What follows belongs to an exercise in optimizing a design on an open flow for small area; a production flow would make more cautious choices. Only simulation tests tie the RTL to the original design; equivalence was not proved. The clock port is modelled as an ideal driver; clocking choices that lean on that would not hold on a real chip. Power is estimated from default activity; no workload was simulated.

## run A
// dkong3_obj_linebuf
module dkong3_obj_linebuf #(
    parameter int ADDR_W     = 8,
    parameter int DATA_W     = 6,
    parameter int FIRST_WINS = 1
) (
    input  logic              I_CLK_6M,
    input  logic              W_1B2C_RST,
    input  logic              I_LINE_STB,
    input  logic              I_WR_EN,
    input  logic [ADDR_W-1:0] I_WR_X,
    input  logic [DATA_W-1:0] I_WR_D,
    input  logic [ADDR_W-1:0] I_H,
    input  logic              I_BLANKn,
    input  logic              I_FLIP,
    output logic [DATA_W-1:0] O_OBJ_D,
    output logic              O_BANK
);
    localparam int N  = 2**ADDR_W;
    localparam int LW = ADDR_W / 2;
    localparam int HW = ADDR_W - LW;
    localparam int NL = 2**LW;
    localparam int NH = 2**HW;
    logic              sel;
    logic [ADDR_W-1:0] rd_x;
    assign rd_x = I_FLIP ? ~I_H : I_H;
    logic [DATA_W-1:0] bval [2];    
    for (genvar b = 0; b < 2; b++) begin : g_bank
        logic              is_rd;       
        logic [ADDR_W-1:0] a;
        logic              clr;
        logic [NL-1:0]     lo;
        logic [NH-1:0]     hi;
        logic [DATA_W-1:0] col;         
        logic              wen;
        logic [N-1:0]      keep;        
        logic [DATA_W-1:0] ch [NH];     
        logic [DATA_W-1:0] rv;
        assign is_rd = (sel == b[0]);
        assign a     = is_rd ? rd_x : I_WR_X;
        assign clr   = is_rd & I_BLANKn & W_1B2C_RST;
        for (genvar i = 0; i < NL; i++) begin : g_lo
            assign lo[i] = (a[LW-1:0] == i[LW-1:0]);
        end
        for (genvar i = 0; i < NH; i++) begin : g_hi
            assign hi[i] = (a[ADDR_W-1:LW] == i[HW-1:0]);
        end
  ...
For scale: ~9300 cells after synthesis, ~3100 flip-flops, about 35 I/O pins, ~0.11 sq mm of cells after synthesis.
clock: 10.0 ns
lec_check: 0
cap_margin: 5
core_margin: 2
core_utilization: 65
gpl_timing_driven: 0
place_density: 0.75
slew_margin: 5
synth_hierarchical: 1
standard.sh (not shown) runs the stock make flow with config.mk's settings and CLKGATE_MAP_FILE= SYNTH_SCRIPT=/design/flow/synth_recipe.tcl, a recipe that flattens the netlist after the stock synthesis.
==> flow/flow/run.sh <==
#!/bin/bash
# Standard layout, except: clock tree with clkbuf_16 leaf clusters and no dummy
# loads (leaf buffers upsized afterwards where flop clock-pin slew is high), and
# plain buffers on the ports.
set -euo pipefail
cd "$(dirname "$0")/.."
export CTS_ARGS="-sink_clustering_enable -repair_clock_nets -dont_use_dummy_load -buf_list sky130_fd_sc_hd__clkbuf_16 -sink_clustering_size 30 -sink_clustering_max_diameter 100"
export POST_CTS_TCL="$PWD/flow/post_cts.tcl"
export BUFFER_PORTS_ARGS="-buffer_cell sky130_fd_sc_hd__buf_2"
bash standard.sh > standard.log 2>&1
==> flow/flow/post_cts.tcl <==
# Upsize clock buffers whose flip-flop clock pins see a slow edge.
set_propagated_clock [all_clocks]
estimate_parasitics -placement
set limit 0.105
set n 0
foreach inst [get_cells -hierarchical *] {
  set m [get_property $inst ref_name]
  if {![string match sky130_fd_sc_hd__clkbuf_* $m]} continue
  if {$m eq "sky130_fd_sc_hd__clkbuf_16"} continue
  if {![string match *I_CLK_6M* [get_full_name $inst]]} continue
  set opin [get_pins -of_objects $inst -filter "direction==output"]
  set net [get_nets -of_objects $opin]
  set w 0
  foreach l [get_pins -of_objects $net -filter "direction==input"] {
    set s [get_property $l slew_max]
    if {$s > $w} { set w $s }
  }
  if {$w > $limit} {
    replace_cell $inst sky130_fd_sc_hd__clkbuf_16
    incr n
  }
}
puts "post_cts: upsized $n clock buffers"
detailed_placement
estimate_parasitics -placement
Input-level comparison between run B and run A:
diff --git a/flow/flow/run.sh b/flow/flow/run.sh
--- a/flow/flow/run.sh
+++ b/flow/flow/run.sh
@@ -4,0 +5 @@
+# buffers on the ports.
## What came out
- Run A -> run B: area after synthesis delta 0, exact match
- Reported for run A and run B, worst hold slack turned out identical to the last digit.
- Time the worst path needs with I/O delays and setup: run A vs run B, no meaningful difference
- Comparing run A against run B, there is no change at all in final standard cell count with taps included and fillers excluded.
- Diff run A..run B | post-detailed-placement cell area | unchanged
- As far as detailed-placement wirelength estimate goes, run A and run B are indistinguishable; the numbers are identical.
- Between run A and run B, the portion of total power attributed to the clock network figures differ only marginally.
- Comparing run A against run B, there is no change at all in multiplexer share of the synthesized area.
- Diff run B..run A | worst path setup slack after routing | negligible
The inputs of run C differ from those of run B as listed below.
diff --git a/flow/flow/run.sh b/flow/flow/run.sh
--- a/flow/flow/run.sh
+++ b/flow/flow/run.sh
@@ -3,3 +3,2 @@
-# loads (leaf buffers upsized afterwards where flop clock-pin slew is high), and
-# plain buffers on the ports.
-# buffers on the ports.
+# loads (leaf buffers upsized afterwards where flop clock-pin slew is high), plain
+# buffers on the ports, and power/area recovery after global routing.
@@ -10,0 +10 @@
+export RECOVER_POWER=100
[summary]
STATUS run=run C STAGES=ALL_DONE FINAL_CHECKS=FAILED CAUSE=capacitance limit, slew limit
Run C gives less power dissipated by switching net loads than run B did.
In the reports for run B and run C, the larger cell area belongs to run B.
On first-iteration DRC count, the lower figure sits with run C, not run B.
Going from run B to run C, cell count of the worst reg-to-reg path climbed 1, non-clock buffering overhead in the final layout dropped 0.30 points.


The RTL this note starts from:
==> flow/design.v <==
module dkong3_obj_linebuf #(
    parameter int ADDR_W     = 8,
    parameter int DATA_W     = 6,
    parameter int FIRST_WINS = 1
) (
    input  logic              I_CLK_6M,
    input  logic              W_1B2C_RST,
    input  logic              I_LINE_STB,
    input  logic              I_WR_EN,
    input  logic [ADDR_W-1:0] I_WR_X,
    input  logic [DATA_W-1:0] I_WR_D,
    input  logic [ADDR_W-1:0] I_H,
    input  logic              I_BLANKn,
    input  logic              I_FLIP,
    output logic [DATA_W-1:0] O_OBJ_D,
    output logic              O_BANK
);
    localparam int N  = 2**ADDR_W;
    localparam int LW = ADDR_W / 2;
    localparam int HW = ADDR_W - LW;
    localparam int NL = 2**LW;
    localparam int NH = 2**HW;
    logic              sel;
    logic [ADDR_W-1:0] rd_x;
    assign rd_x = I_FLIP ? ~I_H : I_H;
    logic [DATA_W-1:0] bval [2];    
    for (genvar b = 0; b < 2; b++) begin : g_bank
        logic              is_rd;       
        logic [ADDR_W-1:0] a;
        logic              clr;
        logic [NL-1:0]     lo;
        logic [NH-1:0]     hi;
        logic [DATA_W-1:0] col;         
        logic              wen;
        logic [N-1:0]      keep;        
        logic [DATA_W-1:0] ch [NH];     
        logic [DATA_W-1:0] rv;
        assign is_rd = (sel == b[0]);
        assign a     = is_rd ? rd_x : I_WR_X;
        assign clr   = is_rd & I_BLANKn & W_1B2C_RST;
        for (genvar i = 0; i < NL; i++) begin : g_lo
            assign lo[i] = (a[LW-1:0] == i[LW-1:0]);
        end
        for (genvar i = 0; i < NH; i++) begin : g_hi
            assign hi[i] = (a[ADDR_W-1:LW] == i[HW-1:0]);
        end
        for (genvar w = 0; w < N; w++) begin : g_sel
            assign keep[w] = ~(hi[w / NL] & lo[w % NL]);
        end
        logic [DATA_W-1:0] y [N/2];
        for (genvar p = 0; p < N/2; p++) begin : g_p
            lb_pair #(.DATA_W(DATA_W)) u_pair (
                .clk  (I_CLK_6M),
                .keep (keep[2*p +: 2]),
                .lo   (lo[(2*p) % NL +: 2]),
                .ch   (ch[(2*p) / NL]),
                .y    (y[p])
            );
        end
        always_comb begin
            rv = '1;
            for (int p = 0; p < N/2; p++)
                rv = rv & ~y[p];
        end
        assign bval[b] = rv;
        assign wen = W_1B2C_RST && I_WR_EN && (I_WR_D[1:0] != 2'b00)
                     && (FIRST_WINS == 0 || rv[1:0] == 2'b00);
        assign col = clr ? '0 : ((wen && !is_rd) ? I_WR_D : rv);
        for (genvar i = 0; i < NH; i++) begin : g_ch
            assign ch[i] = {DATA_W{hi[i]}} & col;
        end
    end
    always_ff @(posedge I_CLK_6M or negedge W_1B2C_RST) begin
        if (!W_1B2C_RST) begin
            sel     <= 1'b0;
            O_OBJ_D <= '0;
        end else begin
            O_OBJ_D <= I_BLANKn ? (sel ? bval[1] : bval[0]) : '0;
            if (I_LINE_STB) sel <= ~sel;
        end
    end
    assign O_BANK = sel;
endmodule
module lb_pair #(
    parameter int DATA_W = 6
) (
    input  logic              clk,
    input  logic [1:0]        keep,
    input  logic [1:0]        lo,
    input  logic [DATA_W-1:0] ch,
    output logic [DATA_W-1:0] y
);
    for (genvar k = 0; k < DATA_W; k++) begin : g_b
        lb_bit u_bit (.clk(clk), .keep(keep), .lo(lo), .c(ch[k]), .y(y[k]));
    end
endmodule
module lb_bit (
    input  logic       clk,
    input  logic [1:0] keep,
    input  logic [1:0] lo,
    input  logic       c,
    output logic       y
);
    logic [1:0] q;
    always_ff @(posedge clk) q <= (keep & q) | (lo & {2{c}});
    assign y = ~((keep[0] | q[0]) & (keep[1] | q[1]));
endmodule
clock: 10.0 ns
lec_check: 0
cap_margin: 5
core_margin: 2
core_utilization: 65
gpl_timing_driven: 0
place_density: 0.75
slew_margin: 5
synth_hierarchical: 1
==> flow/flow/run.sh <==
#!/bin/bash
# Standard layout, except clock tree synthesis: small leaf buffers, no dummy
# loads, and leaf buffers upsized afterwards where flop clock-pin slew is high.
set -euo pipefail
cd "$(dirname "$0")/.."
export CTS_ARGS="-sink_clustering_enable -repair_clock_nets -dont_use_dummy_load -buf_list sky130_fd_sc_hd__clkbuf_8 -root_buf sky130_fd_sc_hd__clkbuf_16 -tree_buf sky130_fd_sc_hd__clkbuf_16 -sink_clustering_size 25 -sink_clustering_max_diameter 80"
export POST_CTS_TCL="$PWD/flow/post_cts.tcl"
bash standard.sh > standard.log 2>&1
Scripts as last shown in full above: flow/flow/post_cts.tcl
The baseline finished with timing, DRC and antenna clean.
Next try:
==> flow/flow/run.sh (replaced) <==
#!/bin/bash
# Standard layout, except: clock tree with clkbuf_16 leaf clusters and no dummy
# loads (leaf buffers upsized afterwards where flop clock-pin slew is high), and
# plain buffers on the ports.
set -euo pipefail
cd "$(dirname "$0")/.."
export CTS_ARGS="-sink_clustering_enable -repair_clock_nets -dont_use_dummy_load -buf_list sky130_fd_sc_hd__clkbuf_16 -sink_clustering_size 30 -sink_clustering_max_diameter 100"
export POST_CTS_TCL="$PWD/flow/post_cts.tcl"
export BUFFER_PORTS_ARGS="-buffer_cell sky130_fd_sc_hd__buf_2"
bash standard.sh > standard.log 2>&1
CAP_MARGIN = 0   (was 5)
SLEW_MARGIN = 0   (was 5)
Result: Now the flow produced a layout that fails on max-capacitance violations, max-slew violations; maximum frequency stays flat; synthesized area does not change; sequential share of layout area went up by 0.57 points; clock power goes down by 11%; clock skew went up by 0.0085 ns; final cell count goes down by 0.38%; via count shrinks by 0.34%.

==> static timing again, ports no longer ideal <==
How much do the figures lean on ideal ports? The routed layouts below were timed once more, with nothing changed but the port constraints.
Step 1, drivers: a clkbuf_16 drives I_CLK_6M and a buf_2 each remaining input, both assumed.
Step 2, shift: input delay + t, output delay - t, t = (earliest + latest rising clock arrival at the registers) / 2. This alone moves slack from input paths to output paths.
a / b / c = no drivers / after step 1 / after step 2; a / b = the first two.
| run | t, ns | slack for setup (ns) | worst hold slack (ns) | worst setup path at the end |
|---|---|---|---|---|
| run A | 0.871 | 1.075 / 0.969 / 0.099 | 0.483 / 0.483 / 0.483 | input to register |
| run B | 0.871 | 1.075 / 0.969 / 0.099 | 0.483 / 0.483 / 0.483 | input to register |
| run C | 0.870 | 0.319 / 0.199 / -0.671 | 0.489 / 0.489 / 0.489 | input to register |
| the first run of note 2 | 0.887 | 0.906 / 0.762 / -0.125 | 0.483 / 0.483 / 0.483 | input to register |
| the second run of note 2 | 0.874 | 0.888 / 0.766 / -0.108 | 0.486 / 0.486 / 0.486 | input to register |
For the first run of note 2, which loses most, drivers alone change the setup slack by -0.144 ns; drivers and shift together by -1.031 ns.
